This design comes from an exercise in tuning for small area on the open sky130 flow, not from production work.
Only simulation tests tie the RTL to the original design; equivalence was not proved.
Power and IR drop assume default switching activity.

==> flow/design.v (excerpt) <==
module angle_slew_limiter_unit
(
    input  logic               clk,
    input  logic               rst_n,
    input  logic               cfg_valid,
    output logic               cfg_ready,
    input  logic [31:0]        cfg_max_rate,
    input  logic               frame_valid,
    output logic               frame_ready,
    input  logic signed [15:0] frame_tgt_x,
    input  logic signed [15:0] frame_tgt_y,
    input  logic signed [15:0] frame_src_x,
    input  logic signed [15:0] frame_src_y,
    input  logic [31:0]        frame_stamp_us,
    output logic               result_valid,
    input  logic               result_ready,
    output logic signed [15:0] result_angle,
    output logic               result_was_limited,
    output logic               result_was_held
);
    localparam logic [2:0] S_IDLE = 3'd0;
    localparam logic [2:0] S_CORD = 3'd1;
    localparam logic [2:0] S_MUL  = 3'd2;
    localparam logic [2:0] S_WAIT = 3'd3;
    localparam logic [2:0] S_PA   = 3'd4;
    localparam logic [2:0] S_PB   = 3'd5;
    localparam logic [2:0] S_ACC  = 3'd6;
    localparam logic [2:0] S_MW   = 3'd7;
    logic [2:0]  st_q, st_n;
    logic [4:0]  ph_q, ph_n;
    logic [5:0]  cnt_q, cnt_n;
    logic        vec_q, vec_n;
    logic [31:0] rate_q, rate_n;
    logic [16:0] lr_q, lr_n;        
    logic        rz_q, lz_q, cz_q;    
    logic        xnz_q, hz_q, hz_n;
    logic [15:0] cur_q, cur_n;
    logic        rv_q, rv_n;
    logic        lim_q, lim_n;
    logic [16:0] xn_q, yn_q, x_q, y_q, l_q, l_n, h_q, h_n;
    logic        cx_q, cx_n, cy_q, cy_n, cl_q, cl_n, ch_q, ch_n;
    logic        dir_q, dir_n, ysgn_q, ysgn_n, ynz_q, ynz_n;
    logic        bw_q, bw_n, dq0_q, dd1_q, dd2_q, rc1n_q, rc2n_q;
    logic        sat_q, sat_n, dneg_q, dneg_n;
    logic        b1_q, b1_n, b2_q, b2_n, c3_q, c3_n;
    wire ph0  = (ph_q == 5'd0);
  ...
Size in the first run: roughly 170 flip-flops, ~150 I/O pins, roughly 8100 um^2 of cells after synthesis.
==> flow/config.mk <==
export PLATFORM = sky130hd
export DESIGN_NAME = angle_slew_limiter_unit
export DESIGN_NICKNAME = angle_slew_limiter_unit
export VERILOG_FILES = /design/flow/design.v
export SDC_FILE = /design/flow/constraint.sdc
export NUM_CORES = 4
export LEC_CHECK = 0
export CAP_MARGIN = 20
export CORE_MARGIN = 2
export CORE_UTILIZATION = 65
export SLEW_MARGIN = 20
==> flow/constraint.sdc <==
create_clock -name core_clock -period 7.5 [get_ports {clk}]
set_input_delay 1.5000 -clock core_clock [delete_from_list [all_inputs] [get_ports {clk}]]
set_output_delay 1.5000 -clock core_clock [all_outputs]
set_load 0.01 [all_outputs]
standard.sh (not shown) runs the stock make flow with config.mk's settings and CLKGATE_MAP_FILE= SYNTH_SCRIPT=/design/flow/synth_recipe.tcl, a recipe that flattens the netlist after the stock synthesis.
==> flow/flow/run.sh <==
#!/bin/bash
# Layout: the standard flow (standard.sh) unchanged, except that
#  - the port buffers that global placement inserts are buf_1 cells, and
#  - clock tree synthesis uses clkbuf_8 buffers and adds no dummy loads.
export BUFFER_PORTS_ARGS="-buffer_cell sky130_fd_sc_hd__buf_1"
export CTS_ARGS="-sink_clustering_enable -repair_clock_nets -buf_list sky130_fd_sc_hd__clkbuf_8 -dont_use_dummy_load"
bash standard.sh "$@" > run_standard.log 2>&1
The first run finished clean.
Next try:
--- a/flow/design.v
+++ b/flow/design.v
@@ -299,16 +299,17 @@
     logic        vec_q, vec_n;
     logic [31:0] rate_q, rate_n;
     logic [16:0] lr_q, lr_n;        
     logic        rz_q, lz_q, cz_q;    
     logic        xnz_q, hz_q, hz_n;
     logic [15:0] cur_q, cur_n;
     logic        rv_q, rv_n;
     logic        lim_q, lim_n;
+    logic        held_q, held_n;
     logic [16:0] xn_q, yn_q, x_q, y_q, l_q, l_n, h_q, h_n;
     logic        cx_q, cx_n, cy_q, cy_n, cl_q, cl_n, ch_q, ch_n;
     logic        dir_q, dir_n, ysgn_q, ysgn_n, ynz_q, ynz_n;
     logic        bw_q, bw_n, dq0_q, dd1_q, dd2_q, rc1n_q, rc2n_q;
     logic        sat_q, sat_n, dneg_q, dneg_n;
     logic        b1_q, b1_n, b2_q, b2_n, c3_q, c3_n;
     wire ph0  = (ph_q == 5'd0);
     wire ph15 = (ph_q == 5'd15);
@@ -360,23 +361,27 @@
     logic xs, ys;
     assign {cx_n, xs} = {1'b0, xa} + {1'b0, xb} + {1'b0, cxu};
     assign {cy_n, ys} = {1'b0, ya} + {1'b0, yb} + {1'b0, cyu};
     wire xin = (xy_live & xs) | vin[16];
     wire yin = (xy_live & ys) | vin[33];
     assign hz_n = (ld && ph16) ? ((vec_q & hz_q) | (~xnz_q & ~ynz_q)) : hz_q;
     always_comb
     begin
-        ynz_n  = ph0 ? yin : (ynz_q | yin);
+        ynz_n  = ynz_q;
         dir_n  = dir_q;
         ysgn_n = ysgn_q;
-        if (ph16)
+        if (cord)
         begin
-            dir_n  = ~yin & ynz_q;
-            ysgn_n = yin;
+            ynz_n = ph0 ? yin : (ynz_q | yin);
+            if (ph16)
+            begin
+                dir_n  = ~yin & ynz_q;
+                ysgn_n = yin;
+            end
         end
     end
     wire [1:0]  atb  = asl_pkg::atan_bits({cc4, ph_q[3:0]});
     wire        tl   = atb[0];
     wire        th   = atb[1];
     wire        zsub = vec_q ? dir_q : ~dir_q;
     logic la, lb, lc0, ha, hb, hc0;
     always_comb
@@ -489,38 +494,40 @@
     logic nsum, c4;
     assign {c4, nsum} = {1'b0, cj} + {1'b0, lbx} + {1'b0, b1u};
     wire newb = lim_q ? nsum : de;
     assign b1_n = pa ? b1a : c4;
     always_comb
     begin
         cur_n  = cur_q;
         lim_n  = lim_q;
+        held_n = held_q;
         dneg_n = dneg_q;
         if ((pa || pb) && !ph16)
             cur_n = {pa ? cj : newb, cur_q[15:1]};
         if (pa && ph15)
         begin
             lim_n  = (~delta & b2_n) | (delta & s2);
             dneg_n = delta;
+            held_n = held;
         end
     end
     assign cfg_ready   = 1'b1;
     assign frame_ready = (st_q == S_ACC);
     assign rate_n = cfg_valid ? cfg_max_rate : rate_q;
     assign ph_n   = ph16 ? 5'd0 : (ph_q + 5'd1);
     always_comb
     begin
         st_n  = st_q;
         cnt_n = cnt_q;
         vec_n = vec_q;
         rv_n  = rv_q & ~result_ready;
         case (st_q)
             S_IDLE:
-                if (frame_valid && ph15 && !rv_q)
+                if (frame_valid && ph15)
                 begin
                     st_n  = S_MUL;
                     cnt_n = 6'd0;
                 end
             S_CORD:
                 if (ph16)
                 begin
                     if (cnt_q == 6'd16)
@@ -543,17 +550,17 @@
             S_MW:
                 if (ph16)
                 begin
                     st_n  = S_CORD;
                     cnt_n = 6'd0;
                     vec_n = 1'b0;
                 end
             S_WAIT:
-                if (ph16)
+                if (ph16 && !rv_n)
                 begin
                     st_n  = S_PA;
                     cnt_n = 6'd0;
                 end
             S_PA:
             begin
                 if (!ph16)
                     cnt_n = cnt_q + 6'd1;
@@ -627,14 +634,15 @@
         ynz_q  <= ynz_n;
         bw_q   <= bw_n;
         sat_q  <= sat_n;
         dneg_q <= dneg_n;
         b1_q   <= b1_n;
         b2_q   <= b2_n;
         c3_q   <= c3_n;
         lim_q  <= lim_n;
+        held_q <= held_n;
     end
     assign result_valid       = rv_q;
     assign result_angle       = cur_q;
     assign result_was_limited = lim_q;
-    assign result_was_held    = hz_q;
+    assign result_was_held    = held_q;
 endmodule
Effect:
- The new run completed without violations
- cell count is lower by about 0.3%
- cell area grows by 0.35%
- wire length is lower by 7.9%
- clock-buffer cell count stays the same
- register-to-register slack got worse by 50 ps
- core utilization went up by 0.26 points
- area after synthesis is about the same
- via count came out lower by 2.6%
- maximum frequency falls by about 0.7%
- first-iteration DRC count went down by 8.7%
- global-route usage went down by 2.5 points
- worst setup slack degrades by 46 ps
- power falls by 0.73%


Another version of the RTL of angle_slew_limiter_unit (not shown whole).
For scale: ~170 flip-flops, roughly 150 I/O pins.
==> flow/config.mk <==
export PLATFORM = sky130hd
export DESIGN_NAME = angle_slew_limiter_unit
export DESIGN_NICKNAME = angle_slew_limiter_unit
export VERILOG_FILES = /design/flow/design.v
export SDC_FILE = /design/flow/constraint.sdc
export NUM_CORES = 4
export LEC_CHECK = 0
export CAP_MARGIN = 20
export CORE_MARGIN = 2
export CORE_UTILIZATION = 65
export SLEW_MARGIN = 20
==> flow/constraint.sdc <==
create_clock -name core_clock -period 7.5 [get_ports {clk}]
set_input_delay 1.5000 -clock core_clock [delete_from_list [all_inputs] [get_ports {clk}]]
set_output_delay 1.5000 -clock core_clock [all_outputs]
set_load 0.01 [all_outputs]
Scripts as last shown in full above: flow/flow/run.sh
Then changed:
--- a/flow/design.v
+++ b/flow/design.v
@@ -294,15 +294,15 @@
     localparam logic [2:0] S_ACC  = 3'd6;
     localparam logic [2:0] S_MW   = 3'd7;
     logic [2:0]  st_q, st_n;
     logic [4:0]  ph_q, ph_n;
     logic [5:0]  cnt_q, cnt_n;
     logic [31:0] rate_q, rate_n;
     logic [16:0] lr_q, lr_n;        
-    logic        rok_q, lok_q;        
+    logic        rz_q, lz_q, cz_q;    
     logic        xnz_q, hz_q, hz_n;
     logic [15:0] cur_q, cur_n;
     logic        rv_q, rv_n;
     logic        lim_q, lim_n;
     logic [16:0] xn_q, yn_q, x_q, y_q, l_q, l_n, h_q, h_n;
     logic        cx_q, cx_n, cy_q, cy_n, cl_q, cl_n, ch_q, ch_n;
     logic        dir_q, dir_n, ysgn_q, ysgn_n, ynz_q, ynz_n;
@@ -377,18 +377,23 @@
     wire [1:0]  atb  = asl_pkg::atan_bits({cc4, ph_q[3:0]});
     wire        tl   = atb[0];
     wire        th   = atb[1];
     wire        zsub = vec_q ? dir_q : ~dir_q;
     logic la, lb, lc0, ha, hb, hc0;
     always_comb
     begin
-        if (ld)
+        if (ld && !vec_q)
+        begin
+            la = 1'b0;    lb = ph15;              lc0 = 1'b0;
+            ha = 1'b0;    hb = ph15 & neg;        hc0 = 1'b0;
+        end
+        else if (ld)
         begin
-            la = 1'b0;            lb = ~ph15 & ~ph16;   lc0 = ~vec_q;
-            ha = vec_q & h_q[0];  hb = ph15 & neg;      hc0 = vec_q & cl_q;
+            la = 1'b0;    lb = ~ph15 & ~ph16;     lc0 = 1'b0;
+            ha = h_q[0];  hb = ph15 & neg;        hc0 = cl_q;
         end
         else if (it)
         begin
             la = l_q[0];  lb = tl ^ zsub;         lc0 = zsub;
             ha = h_q[0];  hb = th ^ zsub;         hc0 = cl_q;
         end
         else
@@ -407,15 +412,15 @@
     assign {cl_n, zl} = {1'b0, la} + {1'b0, lb} + {1'b0, clu};
     assign {ch_n, zh} = {1'b0, ha} + {1'b0, hb} + {1'b0, chu};
     assign x_q = ~xn_q;
     assign y_q = ~yn_q;
     wire [33:0] ccn = {yn_q, xn_q};
     wire        lsh  = mul & ~cnt_q[5];
     wire        stb  = frame_stamp_us[cnt_q[4:0]];
-    wire        l0   = lok_q & (cnt_q[4] ? h_q[2] : l_q[1]);
+    wire        l0   = ~lz_q & (cnt_q[4] ? h_q[2] : l_q[1]);
     wire        bwu  = (cnt_q == 6'd0) ? 1'b0 : bw_q;
     wire        d0  = lsh & (stb ^ l0 ^ bwu);
     assign bw_n = (~stb & l0) | (~(stb ^ l0) & bwu);
     logic [32:0] man, mpn, msn;
     logic [33:0] mcn;
     always_comb
     begin
@@ -461,19 +466,19 @@
     begin
         sat_n = sat_q;
         if (mul && (cnt_q == 6'd32))
             sat_n = mp0;
         else if ((mul && (cnt_q > 6'd32)) || (st_q == S_MW))
             sat_n = sat_q | mp0;
     end
-    wire rate_nz = rok_q & (|rate_q);
+    wire rate_nz = ~rz_q & (|rate_q);
     wire sat_e   = sat_q | ~rate_nz;
     wire held    = hz_q;
     wire dj   = zh;
-    wire cj   = cur_q[0] & lok_q;
+    wire cj   = cur_q[0] & ~cz_q;
     wire de   = held ? cj : dj;
     wire limj = sat_e ? ph15 : (~ph16 & ~ph15 & lr_q[16]);
     wire b1u   = ph0 ? (pb & dneg_q) : b1_q;
     wire delta = de ^ cj ^ b1u;
     wire b1a   = (~de & cj) | (~(de ^ cj) & b1u);
     wire b2u   = ph0 ? 1'b0 : b2_q;
     assign b2_n = (~limj & delta) | (~(limj ^ delta) & b2u);
@@ -567,26 +572,29 @@
     end
     always_ff @(posedge clk or negedge rst_n)
     begin
         if (!rst_n)
         begin
             st_q   <= S_IDLE;
             ph_q   <= 5'd0;
-            rok_q  <= 1'b0;
-            lok_q  <= 1'b0;
+            rz_q   <= 1'b1;
+            lz_q   <= 1'b1;
+            cz_q   <= 1'b1;
             rv_q   <= 1'b0;
         end
         else
         begin
             st_q   <= st_n;
             ph_q   <= ph_n;
             if (cfg_valid)
-                rok_q <= 1'b1;
+                rz_q <= 1'b0;
+            if (pb && ph16)
+                lz_q <= 1'b0;
             if (pb && ph16)
-                lok_q <= 1'b1;
+                cz_q <= 1'b0;
             rv_q   <= rv_n;
         end
     end
     always_ff @(posedge clk)
     begin
         xn_q   <= ccn_n[16:0];
         rate_q <= rate_n;
Routed wire length decreases by 4.9%.
Via count fell by 2.4%.
Maximum frequency increases by 0.93%.
Synthesized area shrinks by 0.32%.
Worst setup slack improves by 0.058 ns.
Non-clock buffer count rose by 3.
First-iteration DRC count hardly moves.
Global-route usage came out lower by 1.2 points.

## what the ideal ports hide
How much do the figures lean on ideal ports? The routed layouts below were timed once more, with nothing changed but the port constraints.
Step 1, drivers: a clkbuf_16 drives clk and a buf_2 each remaining input, both assumed.
Step 2 adds t to the input delays and takes it off the output delays; t is the mean of the earliest and latest rising clock arrival at the registers after step 1. Input paths then give back, and output paths get back, about the clock's delay inside the block.
Slacks: no drivers / after step 1 / after step 2; pairs: no drivers / after step 1.
| run | shift t [ns] | setup WS [ns] | pins driven straight from the clock port |
|---|---|---|---|
| the first run of note 1 | 0.474 | 1.077 / 1.077 / 1.077 | 1 |
| the second run of note 1 | 0.467 | 1.031 / 1.031 / 1.031 | 1 |
| the first run of note 2 | 0.480 | 1.240 / 1.240 / 1.240 | 1 |
| the second run of note 2 | 0.473 | 1.298 / 1.298 / 1.298 | 1 |
After both steps every run listed still meets setup and hold.
